This is an optimization exercise on Yosys and OpenROAD, whose aim is small area, a short achievable clock period and few clock cycles, not a production implementation.
Function was checked by simulation only, so behaviour that the tests miss may differ from the original.
Treat power and IR drop as tool artefacts here; the default activity estimate runs too high for this design.

==> inputs of 10-18 <==
## stack_with_min_max_mean_top
module stack_with_min_max_mean_top (
	input  logic                                  clk,
	input  logic                                  arst_n,
	input  logic                                  req_valid,
	output logic                                  req_ready,
	input  logic [stkstat_pkg::KIND_W-1:0]        req_kind,
	input  logic signed [stkstat_pkg::VAL_W-1:0]  req_value,
	output logic                                  rsp_valid,
	input  logic                                  rsp_ready,
	output logic [stkstat_pkg::STAT_W-1:0]        rsp_status,
	output logic signed [stkstat_pkg::VAL_W-1:0]  rsp_popped,
	output logic signed [stkstat_pkg::VAL_W-1:0]  rsp_minimum,
	output logic signed [stkstat_pkg::VAL_W-1:0]  rsp_maximum,
	output logic signed [stkstat_pkg::MEAN_W-1:0] rsp_mean_q8,
	output logic [stkstat_pkg::FILL_W-1:0]        rsp_fill,
	input  logic                                  cfg_valid,
	output logic                                  cfg_ready,
	input  logic [stkstat_pkg::FILL_W-1:0]        cfg_data
);
==> flow/config.mk <==
export PLATFORM = sky130hd
export DESIGN_NAME = stack_with_min_max_mean_top
export DESIGN_NICKNAME = stack_with_min_max_mean_top
export VERILOG_FILES = /design/flow/design.v
export SDC_FILE = /design/flow/constraint.sdc
export NUM_CORES = 4
export LEC_CHECK = 0
export CAP_MARGIN = 20
export CORE_MARGIN = 2
export CORE_UTILIZATION = 55
export CTS_BUF_LIST = sky130_fd_sc_hd__clkbuf_8
export CTS_CLUSTER_DIAMETER = 50
export CTS_CLUSTER_SIZE = 14
export SETUP_SLACK_MARGIN = 3.5
export SLEW_MARGIN = 20
export TNS_END_PERCENT = 10
==> flow/constraint.sdc <==
create_clock -name core_clock -period 8.0 [get_ports {clk}]
set_input_delay 1.6000 -clock core_clock [delete_from_list [all_inputs] [get_ports {clk}]]
set_output_delay 1.6000 -clock core_clock [all_outputs]
set_load 0.01 [all_outputs]
run.sh (not shown) runs the stock make flow with config.mk's settings and CLKGATE_MAP_FILE= SYNTH_SCRIPT=/design/flow/synth_recipe.tcl, a recipe that flattens the netlist after the stock synthesis.
==> inputs of 02-13, as changes to 10-18 <==
==> flow/config.mk (replaced) <==
export PLATFORM = sky130hd
export DESIGN_NAME = stack_with_min_max_mean_top
export DESIGN_NICKNAME = stack_with_min_max_mean_top
export VERILOG_FILES = /design/flow/design.v
export SDC_FILE = /design/flow/constraint.sdc
export NUM_CORES = 4
export LEC_CHECK = 0
export CAP_MARGIN = 20
export CORE_MARGIN = 2
export CORE_UTILIZATION = 45
export CTS_BUF_LIST = sky130_fd_sc_hd__clkbuf_8
export CTS_CLUSTER_DIAMETER = 50
export CTS_CLUSTER_SIZE = 14
export SETUP_SLACK_MARGIN = 3.5
export SLEW_MARGIN = 20
export TNS_END_PERCENT = 10
==> inputs of 06-09, as changes to 10-18 <==
==> flow/design.v (replaced) <==
`timescale 1ns / 1ps
package stkstat_pkg;
	localparam int DEPTH  = 64;
	localparam int PTR_W  = $clog2(DEPTH);
	localparam int FILL_W = 7;
	localparam int KIND_W = 2;
	localparam int STAT_W = 2;
	localparam int VAL_W  = 32;
	localparam int MEAN_W = 40;
	localparam int FRAC_W = 8;
	localparam int SUM_W  = VAL_W + PTR_W + 1;
	localparam int DIVD_W = SUM_W + FRAC_W;
	localparam int DCNT_W = $clog2(DIVD_W + 1);
	localparam logic [KIND_W-1:0] KIND_PUSH  = 2'd0;
	localparam logic [KIND_W-1:0] KIND_POP   = 2'd1;
	localparam logic [KIND_W-1:0] KIND_QUERY = 2'd2;
	localparam logic [STAT_W-1:0] STAT_OK    = 2'd0;
	localparam logic [STAT_W-1:0] STAT_FULL  = 2'd1;
	localparam logic [STAT_W-1:0] STAT_EMPTY = 2'd2;
	localparam logic [FILL_W-1:0] CAP_RESET = FILL_W'(DEPTH);
	typedef struct packed {
		logic busy;
		logic done;
	} div_stat_t;
endpackage
`timescale 1ns / 1ps
module stkstat_div #(
	parameter int STEPS = 2
) (
	input  logic [5:0]  rem_i,
	input  logic [39:0] dq_i,
	input  logic [6:0]  n_i,
	input  logic [7:0]  n3_i,
	input  logic        done_i,
	output logic [5:0]  rem_o,
	output logic [39:0] dq_o
);
	function automatic logic [6:0] sub8(input logic [7:0] a, input logic [7:0] b);
		logic [7:0] g, p, gg, pp, gn, pn;
		logic [5:0] d;
		g  = a & ~b;
		p  = ~(a ^ b);
		gg = {g[7:1], g[0] | p[0]};
		pp = p;
		for (int k = 1; k < 8; k = k * 2) begin
			gn = gg;
			pn = pp;
			for (int i = k; i < 8; i++) begin
				gn[i] = gg[i] | (pp[i] & gg[i-k]);
				pn[i] = pp[i] & pp[i-k];
			end
			gg = gn;
			pp = pn;
		end
		d[0] = ~p[0];
		for (int i = 1; i < 6; i++) d[i] = p[i] ^ gg[i-1];
		sub8 = {gg[7], d};
	endfunction
	logic [7:0]  n1, n2, n3;
	logic [5:0]  r;
	logic [39:0] d;
	logic [7:0]  t;
	logic [6:0]  s1, s2, s3;
	logic [1:0]  q;
	always_comb begin
		n1 = done_i ? 8'd1 : {1'b0, n_i};
		n2 = {n1[6:0], 1'b0};
		n3 = done_i ? 8'd3 : n3_i;
		r  = rem_i;
		d  = dq_i;
		for (int s = 0; s < STEPS; s++) begin
			t  = {r, d[39:38]};
			s1 = sub8(t, n1);
			s2 = sub8(t, n2);
			s3 = sub8(t, n3);
			q  = {s2[6], s3[6] | (s1[6] & ~s2[6])};
			r  = s3[6] ? s3[5:0] : s2[6] ? s2[5:0] : s1[6] ? s1[5:0] : t[5:0];
			d  = {d[37:0], q};
		end
		rem_o = r;
		dq_o  = d;
	end
endmodule
`timescale 1ns / 1ps
module stack_with_min_max_mean_top (
	input  logic                                  clk,
	input  logic                                  arst_n,
	input  logic                                  req_valid,
	output logic                                  req_ready,
	input  logic [stkstat_pkg::KIND_W-1:0]        req_kind,
	input  logic signed [stkstat_pkg::VAL_W-1:0]  req_value,
	output logic                                  rsp_valid,
	input  logic                                  rsp_ready,
	output logic [stkstat_pkg::STAT_W-1:0]        rsp_status,
	output logic signed [stkstat_pkg::VAL_W-1:0]  rsp_popped,
	output logic signed [stkstat_pkg::VAL_W-1:0]  rsp_minimum,
	output logic signed [stkstat_pkg::VAL_W-1:0]  rsp_maximum,
	output logic signed [stkstat_pkg::MEAN_W-1:0] rsp_mean_q8,
	output logic [stkstat_pkg::FILL_W-1:0]        rsp_fill,
	input  logic                                  cfg_valid,
	output logic                                  cfg_ready,
	input  logic [stkstat_pkg::FILL_W-1:0]        cfg_data
);
	localparam int DEPTH = stkstat_pkg::DEPTH;
	localparam int VAL_W = stkstat_pkg::VAL_W;
	localparam int SUM_W = stkstat_pkg::SUM_W;
	localparam int NT        = 10;
	localparam int STEPS_PER = 2;
	logic             rq_vld, sk_vld;
	logic [1:0]       rq_kind, sk_kind;
	logic [31:0]      rq_val, sk_val;
	logic [6:0]       rq_cap, sk_cap;
	logic [6:0]       cap_q;
	logic             o_vld;
	logic             o_free;
	logic             e_exit;
	logic             recirc;
	logic             rq_free;
	logic             acc;
	assign o_free    = !o_vld || rsp_ready;
	assign req_ready = !sk_vld;
	assign acc       = req_valid && !sk_vld;
	assign cfg_ready = 1'b1;
	always_ff @(posedge clk or negedge arst_n) begin
		if (!arst_n) begin
			rq_vld <= 1'b0;
			sk_vld <= 1'b0;
			cap_q  <= stkstat_pkg::CAP_RESET;
		end else begin
			if (cfg_valid) cap_q <= cfg_data;
			if (rq_free) begin
				if (sk_vld) begin
					rq_vld <= 1'b1;
					sk_vld <= 1'b0;
				end else begin
					rq_vld <= acc;
				end
			end else if (acc) begin
				if (rq_vld) sk_vld <= 1'b1;
				else        rq_vld <= 1'b1;
			end
		end
	end
	always_ff @(posedge clk) begin
		if (rq_free) begin
			if (sk_vld) begin
				rq_kind <= sk_kind;
				rq_val  <= sk_val;
				rq_cap  <= sk_cap;
			end else begin
				rq_kind <= req_kind;
				rq_val  <= req_value;
				rq_cap  <= cap_q;
			end
		end else if (acc) begin
			if (rq_vld) begin
				sk_kind <= req_kind;
				sk_val  <= req_value;
				sk_cap  <= cap_q;
			end else begin
				rq_kind <= req_kind;
				rq_val  <= req_value;
				rq_cap  <= cap_q;
			end
		end
	end
	logic [6:0]              fill_q;
	logic [DEPTH-1:0]        therm_q;     
	logic [VAL_W-1:0]        ent_q [DEPTH];
	logic [DEPTH-1:0]        fmin_q, fmax_q;
	logic signed [SUM_W-1:0] sum_q;
	logic signed [31:0]      top_q, min_q, max_q, minb_q, maxb_q;
	logic              ex;
	logic              full_q, full_nx;
	logic [6:0]        cap_nx, fill_p1, fill_m1;
	logic              empty, full;
	logic              k_push, k_pop, k_qry;
	logic              push_ok, pop_ok, qry_ok;
	logic [1:0]        status;
	logic [6:0]        fill_n;
	logic              lt_min, gt_max;
	logic [DEPTH-1:0]  wsel;      
	logic [DEPTH-1:0]  p2;        
	logic [DEPTH-1:0]  m3;        
	logic [DEPTH-1:0]  xmin, xmax, smin, smax, hmin, hmax, hsel;
	logic              rmin2, rmax2;
	logic [DEPTH-1:0]  psel;
	logic [31:0]       rd;
	logic              fix_q, fixmin_q, blk;
	logic [DEPTH-1:0]  hsel_q;
	assign blk     = fix_q && k_pop;
	assign ex      = rq_vld && !recirc && !blk;
	assign rq_free = !rq_vld || (!recirc && !blk);
	assign empty  = !therm_q[0];
	assign full   = full_q;
	assign k_push = (rq_kind == stkstat_pkg::KIND_PUSH);
	assign k_pop  = (rq_kind == stkstat_pkg::KIND_POP);
	assign k_qry  = (rq_kind == stkstat_pkg::KIND_QUERY);
	assign push_ok = k_push && !full;
	assign pop_ok  = k_pop && !empty;
	assign qry_ok  = k_qry && !empty;
	assign status  = (k_push && full) ? stkstat_pkg::STAT_FULL :
	                 ((k_pop || k_qry) && empty) ? stkstat_pkg::STAT_EMPTY :
	                 stkstat_pkg::STAT_OK;
	assign fill_p1 = fill_q + 7'd1;
	assign fill_m1 = fill_q - 7'd1;
	assign fill_n  = push_ok ? fill_p1 : (pop_ok ? fill_m1 : fill_q);
	always_comb begin
		if (rq_free) cap_nx = sk_vld ? sk_cap : cap_q;
		else         cap_nx = rq_cap;
		if (ex && push_ok)       full_nx = fill_p1[6] || (fill_p1 >= cap_nx);
		else if (ex && pop_ok)   full_nx = fill_m1[6] || (fill_m1 >= cap_nx);
		else                     full_nx = fill_q[6] || (fill_q >= cap_nx);
	end
	assign lt_min = empty || (signed'(rq_val) < min_q);
	assign gt_max = empty || (signed'(rq_val) > max_q);
	always_comb begin
		for (int i = 0; i < DEPTH; i++) begin
			wsel[i] = !therm_q[i] && ((i == 0) ? 1'b1 : therm_q[i-1]);
			p2[i]   = (i + 1 < DEPTH ? therm_q[i+1] : 1'b0) && !(i + 2 < DEPTH ? therm_q[i+2] : 1'b0);
			m3[i]   = (i + 2 < DEPTH) ? therm_q[i+2] : 1'b0;
		end
		rmin2 = |(p2 & fmin_q);
		rmax2 = |(p2 & fmax_q);
		xmin = fmin_q & m3;
		xmax = fmax_q & m3;
		smin = xmin;
		smax = xmax;
		for (int d = 1; d < DEPTH; d = d * 2) begin
			smin = smin | (smin >> d);
			smax = smax | (smax >> d);
		end
		hmin = xmin & ~(smin >> 1);
		hmax = xmax & ~(smax >> 1);
		hsel = rmin2 ? hmin : hmax;
		psel = fix_q ? hsel_q : p2;
		rd   = '0;
		for (int i = 0; i < DEPTH; i++) begin
			rd = rd | ({32{psel[i]}} & ent_q[i]);
		end
	end
	logic             fl_vld_q, fl_min_q, fl_max_q;
	logic [DEPTH-1:0] p1;        
	always_comb begin
		for (int i = 0; i < DEPTH; i++) begin
			p1[i] = therm_q[i] && !(i + 1 < DEPTH ? therm_q[i+1] : 1'b0);
		end
	end
	always_ff @(posedge clk or negedge arst_n) begin
		if (!arst_n) fl_vld_q <= 1'b0;
		else         fl_vld_q <= ex && push_ok;
	end
	always_ff @(posedge clk) begin
		fl_min_q <= lt_min;
		fl_max_q <= gt_max;
	end
	for (genvar g = 0; g < DEPTH; g++) begin : g_ent
		always_ff @(posedge clk) begin
			if (ex && push_ok && wsel[g]) begin
				ent_q[g] <= rq_val;
			end
			if (fl_vld_q && p1[g]) begin
				fmin_q[g] <= fl_min_q;
				fmax_q[g] <= fl_max_q;
			end
		end
	end
	always_ff @(posedge clk or negedge arst_n) begin
		if (!arst_n) begin
			fill_q  <= '0;
			therm_q <= '0;
			full_q  <= 1'b0;
			fix_q   <= 1'b0;
		end else begin
			full_q <= full_nx;
			fix_q  <= ex && pop_ok && (rmin2 || rmax2) && therm_q[2];
			if (ex) begin
				fill_q <= fill_n;
				if (push_ok) therm_q <= {therm_q[DEPTH-2:0], 1'b1};
				if (pop_ok)  therm_q <= {1'b0, therm_q[DEPTH-1:1]};
			end
		end
	end
	logic [SUM_W-1:0] sum_add;
	logic [SUM_W:0]   sum_ci;
	assign sum_add = push_ok ? {{(SUM_W-32){rq_val[31]}}, rq_val} : ~{{(SUM_W-32){top_q[31]}}, top_q};
	assign sum_ci  = {sum_q, 1'b1} + {sum_add, !push_ok};
	always_ff @(posedge clk or negedge arst_n) begin
		if (!arst_n) begin
			sum_q <= '0;
		end else if (ex && (push_ok || pop_ok)) begin
			sum_q <= sum_ci[SUM_W:1];
		end
	end
	always_ff @(posedge clk) begin
		if (ex && push_ok) begin
			top_q  <= rq_val;
			min_q  <= lt_min ? signed'(rq_val) : min_q;
			max_q  <= gt_max ? signed'(rq_val) : max_q;
			minb_q <= min_q;
			maxb_q <= max_q;
		end
		if (ex && pop_ok) begin
			top_q    <= rd;
			min_q    <= minb_q;
			max_q    <= maxb_q;
			hsel_q   <= hsel;
			fixmin_q <= rmin2;
		end
		if (fix_q && !(ex && push_ok)) begin
			if (fixmin_q) minb_q <= rd;
			else          maxb_q <= rd;
		end
	end
	logic        p_vld [NT];
	logic [3:0]  p_tag [NT];
	logic        p_done[NT];
	logic [1:0]  p_st  [NT];
	logic [6:0]  p_fill[NT];
	logic [31:0] p_a   [NT];
	logic [31:0] p_b   [NT];
	logic        p_isp [NT];
	logic        p_isq [NT];
	logic        p_sgn [NT];
	logic [5:0]  p_rem [NT];
	logic [39:0] p_dq  [NT];
	logic [7:0]  p_n3  [NT];
	logic [3:0]  ex_tag_q, out_tag_q;
	logic              sum_neg;
	logic [37:0]       dvd_hi;
	logic [7:0]        dvd_lo;
	assign sum_neg = sum_q[SUM_W-1];
	assign dvd_hi  = 38'(sum_q) ^ {38{sum_neg}};
	assign dvd_lo  = sum_neg ? 8'(-{1'b0, fill_q}) : 8'b0;
	logic [5:0]  rem_l;
	logic [39:0] quo_l;
	logic [39:0] mean_l;
	stkstat_div #(.STEPS(STEPS_PER)) u_div_l (
		.rem_i  (p_rem[NT-1]),
		.dq_i   (p_dq[NT-1]),
		.n_i    (p_fill[NT-1]),
		.n3_i   (p_n3[NT-1]),
		.done_i (p_done[NT-1]),
		.rem_o  (rem_l),
		.dq_o   (quo_l)
	);
	assign mean_l = p_isq[NT-1] ? (quo_l ^ {40{p_sgn[NT-1]}}) : 40'b0;
	assign e_exit = o_free && (p_tag[NT-1] == out_tag_q);
	assign recirc = p_vld[NT-1] && !e_exit;
	always_ff @(posedge clk or negedge arst_n) begin
		if (!arst_n) begin
			p_vld[0]  <= 1'b0;
			ex_tag_q  <= '0;
			out_tag_q <= '0;
		end else begin
			p_vld[0] <= recirc || ex;
			if (ex) ex_tag_q <= ex_tag_q + 4'd1;
			if (p_vld[NT-1] && e_exit) out_tag_q <= out_tag_q + 4'd1;
		end
	end
	always_ff @(posedge clk) begin
		if (recirc) begin
			p_tag[0]  <= p_tag[NT-1];
			p_done[0] <= 1'b1;
			p_st[0]   <= p_st[NT-1];
			p_fill[0] <= p_fill[NT-1];
			p_a[0]    <= p_a[NT-1];
			p_b[0]    <= p_b[NT-1];
			p_isp[0]  <= p_isp[NT-1];
			p_isq[0]  <= p_isq[NT-1];
			p_sgn[0]  <= 1'b0;
			p_rem[0]  <= 6'b0;
			p_dq[0]   <= mean_l;
			p_n3[0]   <= p_n3[NT-1];
		end else begin
			p_tag[0]  <= ex_tag_q;
			p_done[0] <= 1'b0;
			p_st[0]   <= status;
			p_fill[0] <= fill_n;
			p_a[0]    <= pop_ok ? top_q : min_q;
			p_b[0]    <= max_q;
			p_isp[0]  <= pop_ok;
			p_isq[0]  <= qry_ok;
			p_sgn[0]  <= sum_neg;
			p_rem[0]  <= dvd_hi[37:32];
			p_dq[0]   <= {dvd_hi[31:0], dvd_lo};
			p_n3[0]   <= 8'(fill_q) + 8'({fill_q, 1'b0});
		end
	end
	for (genvar g = 0; g < NT - 1; g++) begin : g_pipe
		logic [5:0]  rem_n;
		logic [39:0] dq_n;
		stkstat_div #(.STEPS(STEPS_PER)) u_div (
			.rem_i  (p_rem[g]),
			.dq_i   (p_dq[g]),
			.n_i    (p_fill[g]),
			.n3_i   (p_n3[g]),
			.done_i (p_done[g]),
			.rem_o  (rem_n),
			.dq_o   (dq_n)
		);
		always_ff @(posedge clk or negedge arst_n) begin
			if (!arst_n) begin
				p_vld[g+1] <= 1'b0;
			end else begin
				p_vld[g+1] <= p_vld[g];
			end
		end
		always_ff @(posedge clk) begin
			p_tag[g+1]  <= p_tag[g];
			p_done[g+1] <= p_done[g];
			p_st[g+1]   <= p_st[g];
			p_fill[g+1] <= p_fill[g];
			p_a[g+1]    <= p_a[g];
			p_b[g+1]    <= p_b[g];
			p_isp[g+1]  <= p_isp[g];
			p_isq[g+1]  <= p_isq[g];
			p_sgn[g+1]  <= p_sgn[g];
			p_rem[g+1]  <= rem_n;
			p_dq[g+1]   <= dq_n;
			p_n3[g+1]   <= p_n3[g];
		end
	end
	logic [31:0] out_pop_q, out_min_q, out_max_q;
	logic [39:0] out_mean_q;
	logic [1:0]  out_st_q;
	logic [6:0]  out_fill_q;
	always_ff @(posedge clk or negedge arst_n) begin
		if (!arst_n) begin
			o_vld <= 1'b0;
		end else if (o_free) begin
			o_vld <= p_vld[NT-1] && e_exit;
		end
	end
	always_ff @(posedge clk) begin
		if (o_free) begin
			out_st_q   <= p_st[NT-1];
			out_fill_q <= p_fill[NT-1];
			out_pop_q  <= p_isp[NT-1] ? p_a[NT-1] : '0;
			out_min_q  <= p_isq[NT-1] ? p_a[NT-1] : '0;
			out_max_q  <= p_isq[NT-1] ? p_b[NT-1] : '0;
			out_mean_q <= mean_l;
		end
	end
	assign rsp_valid   = o_vld;
	assign rsp_status  = out_st_q;
	assign rsp_popped  = out_pop_q;
	assign rsp_minimum = out_min_q;
	assign rsp_maximum = out_max_q;
	assign rsp_mean_q8 = out_mean_q;
	assign rsp_fill    = out_fill_q;
endmodule
==> flow/config.mk (replaced) <==
export PLATFORM = sky130hd
export DESIGN_NAME = stack_with_min_max_mean_top
export DESIGN_NICKNAME = stack_with_min_max_mean_top
export VERILOG_FILES = /design/flow/design.v
export SDC_FILE = /design/flow/constraint.sdc
export NUM_CORES = 4
export LEC_CHECK = 0
export CAP_MARGIN = 20
export CORE_MARGIN = 2
export CORE_UTILIZATION = 45
export CTS_BUF_LIST = sky130_fd_sc_hd__clkbuf_8
export SETUP_SLACK_MARGIN = 3.5
export SLEW_MARGIN = 20
==> summary.txt <==
Fraction of power consumed by combinational cells: 10-18 45.6%; 02-13 45.4%; 06-09 52.1%
Crit end category: 10-18 primary output; 02-13 flip-flop; 06-09 flip-flop
Number of buffers inserted to repair setup after CTS: 10-18 23; 02-13 48; 06-09 193
Non-clock buffering overhead in the final layout: 10-18 2.65%; 02-13 2.69%; 06-09 3.98%
Compound-Gate Fraction of Synth Area: 10-18 12.6%; 02-13 12.6%; 06-09 12.1%
Status: 10-18 no timing/DRC/antenna violations; 02-13 no timing/DRC/antenna violations; 06-09 no timing/DRC/antenna violations
Global-route usage over all layers: 10-18 38.0%; 02-13 31.1%; 06-09 31.8%
Number of ordinary inverters in the final layout: 10-18 515; 02-13 515; 06-09 327
Filler instances: 10-18 21.6k; 02-13 29.1k; 06-09 28.0k
Crit Path Category: 10-18 primary input to primary output; 02-13 flip-flop to flip-flop; 06-09 flip-flop to flip-flop
Hold-critical path depth: 10-18 0; 02-13 0; 06-09 -
Reg2Reg Depth: 10-18 12; 02-13 11; 06-09 8
Met3 wire length: 10-18 66800 microns; 02-13 72300 microns; 06-09 78100 microns
Total power density per cell area: 10-18 480 nW/um^2; 02-13 474 nW/um^2; 06-09 577 nW/um^2
Metal1 wirelength: 10-18 195000 microns; 02-13 205000 microns; 06-09 205000 microns
Number of rows in the core area: 10-18 195; 02-13 216; 06-09 214
Fraction of layout cells with a size suffix above 1: 10-18 11.8%; 02-13 11.7%; 06-09 17.0%
Slack of the worst reg-to-reg path: 10-18 3.44 ns; 02-13 3.45 ns; 06-09 3.31 ns
Number of flops mapped to enable cells by yosys: 10-18 2459; 02-13 2459; 06-09 2528
Multi-input gate area in the final layout: 10-18 45800 sq um; 02-13 45900 sq um; 06-09 47100 sq um
Remaining max-slew budget at the tightest pin: 10-18 8.70%; 02-13 9.16%; 06-09 16.8%
Testbench counts of 10-18, summed over its fixed seeds: cycles 20,225.
Testbench counts of 02-13, summed over its fixed seeds: cycles 20,225.
Testbench counts of 06-09, summed over its fixed seeds: cycles 20,225.

separate check: timing with driven ports:
No port has a modelled driver above. Below, the same layouts with a new extraction and two added sets of constraints.
Step 1 sets driving cells, clkbuf_16 on the clock port and buf_2 on the other inputs (assumed; they add their load-dependent delay and slew).
Step 2 moves the port delays by t, midway between the first and last clock arrival at a register: inputs arrive t later, outputs are due t later. That takes back most of the time a late clock gives input paths.
Slacks: ideal ports / drivers / drivers and shift; pairs: ideal ports / drivers.
run	shift t [ns]	slack for setup (ns)	slew at the worst register clock pin (ns)
10-18	1.238	3.303 / 3.273 / 2.487	0.10 / 0.10
02-13	1.256	3.450 / 3.449 / 2.326	0.10 / 0.10
06-09	1.341	3.310 / 3.310 / 2.276	0.07 / 0.07
After both steps setup and hold are still met in every run listed. The setup slack of 02-13, which loses most, moves by -0.001 ns with the drivers and by -1.124 ns with both steps.
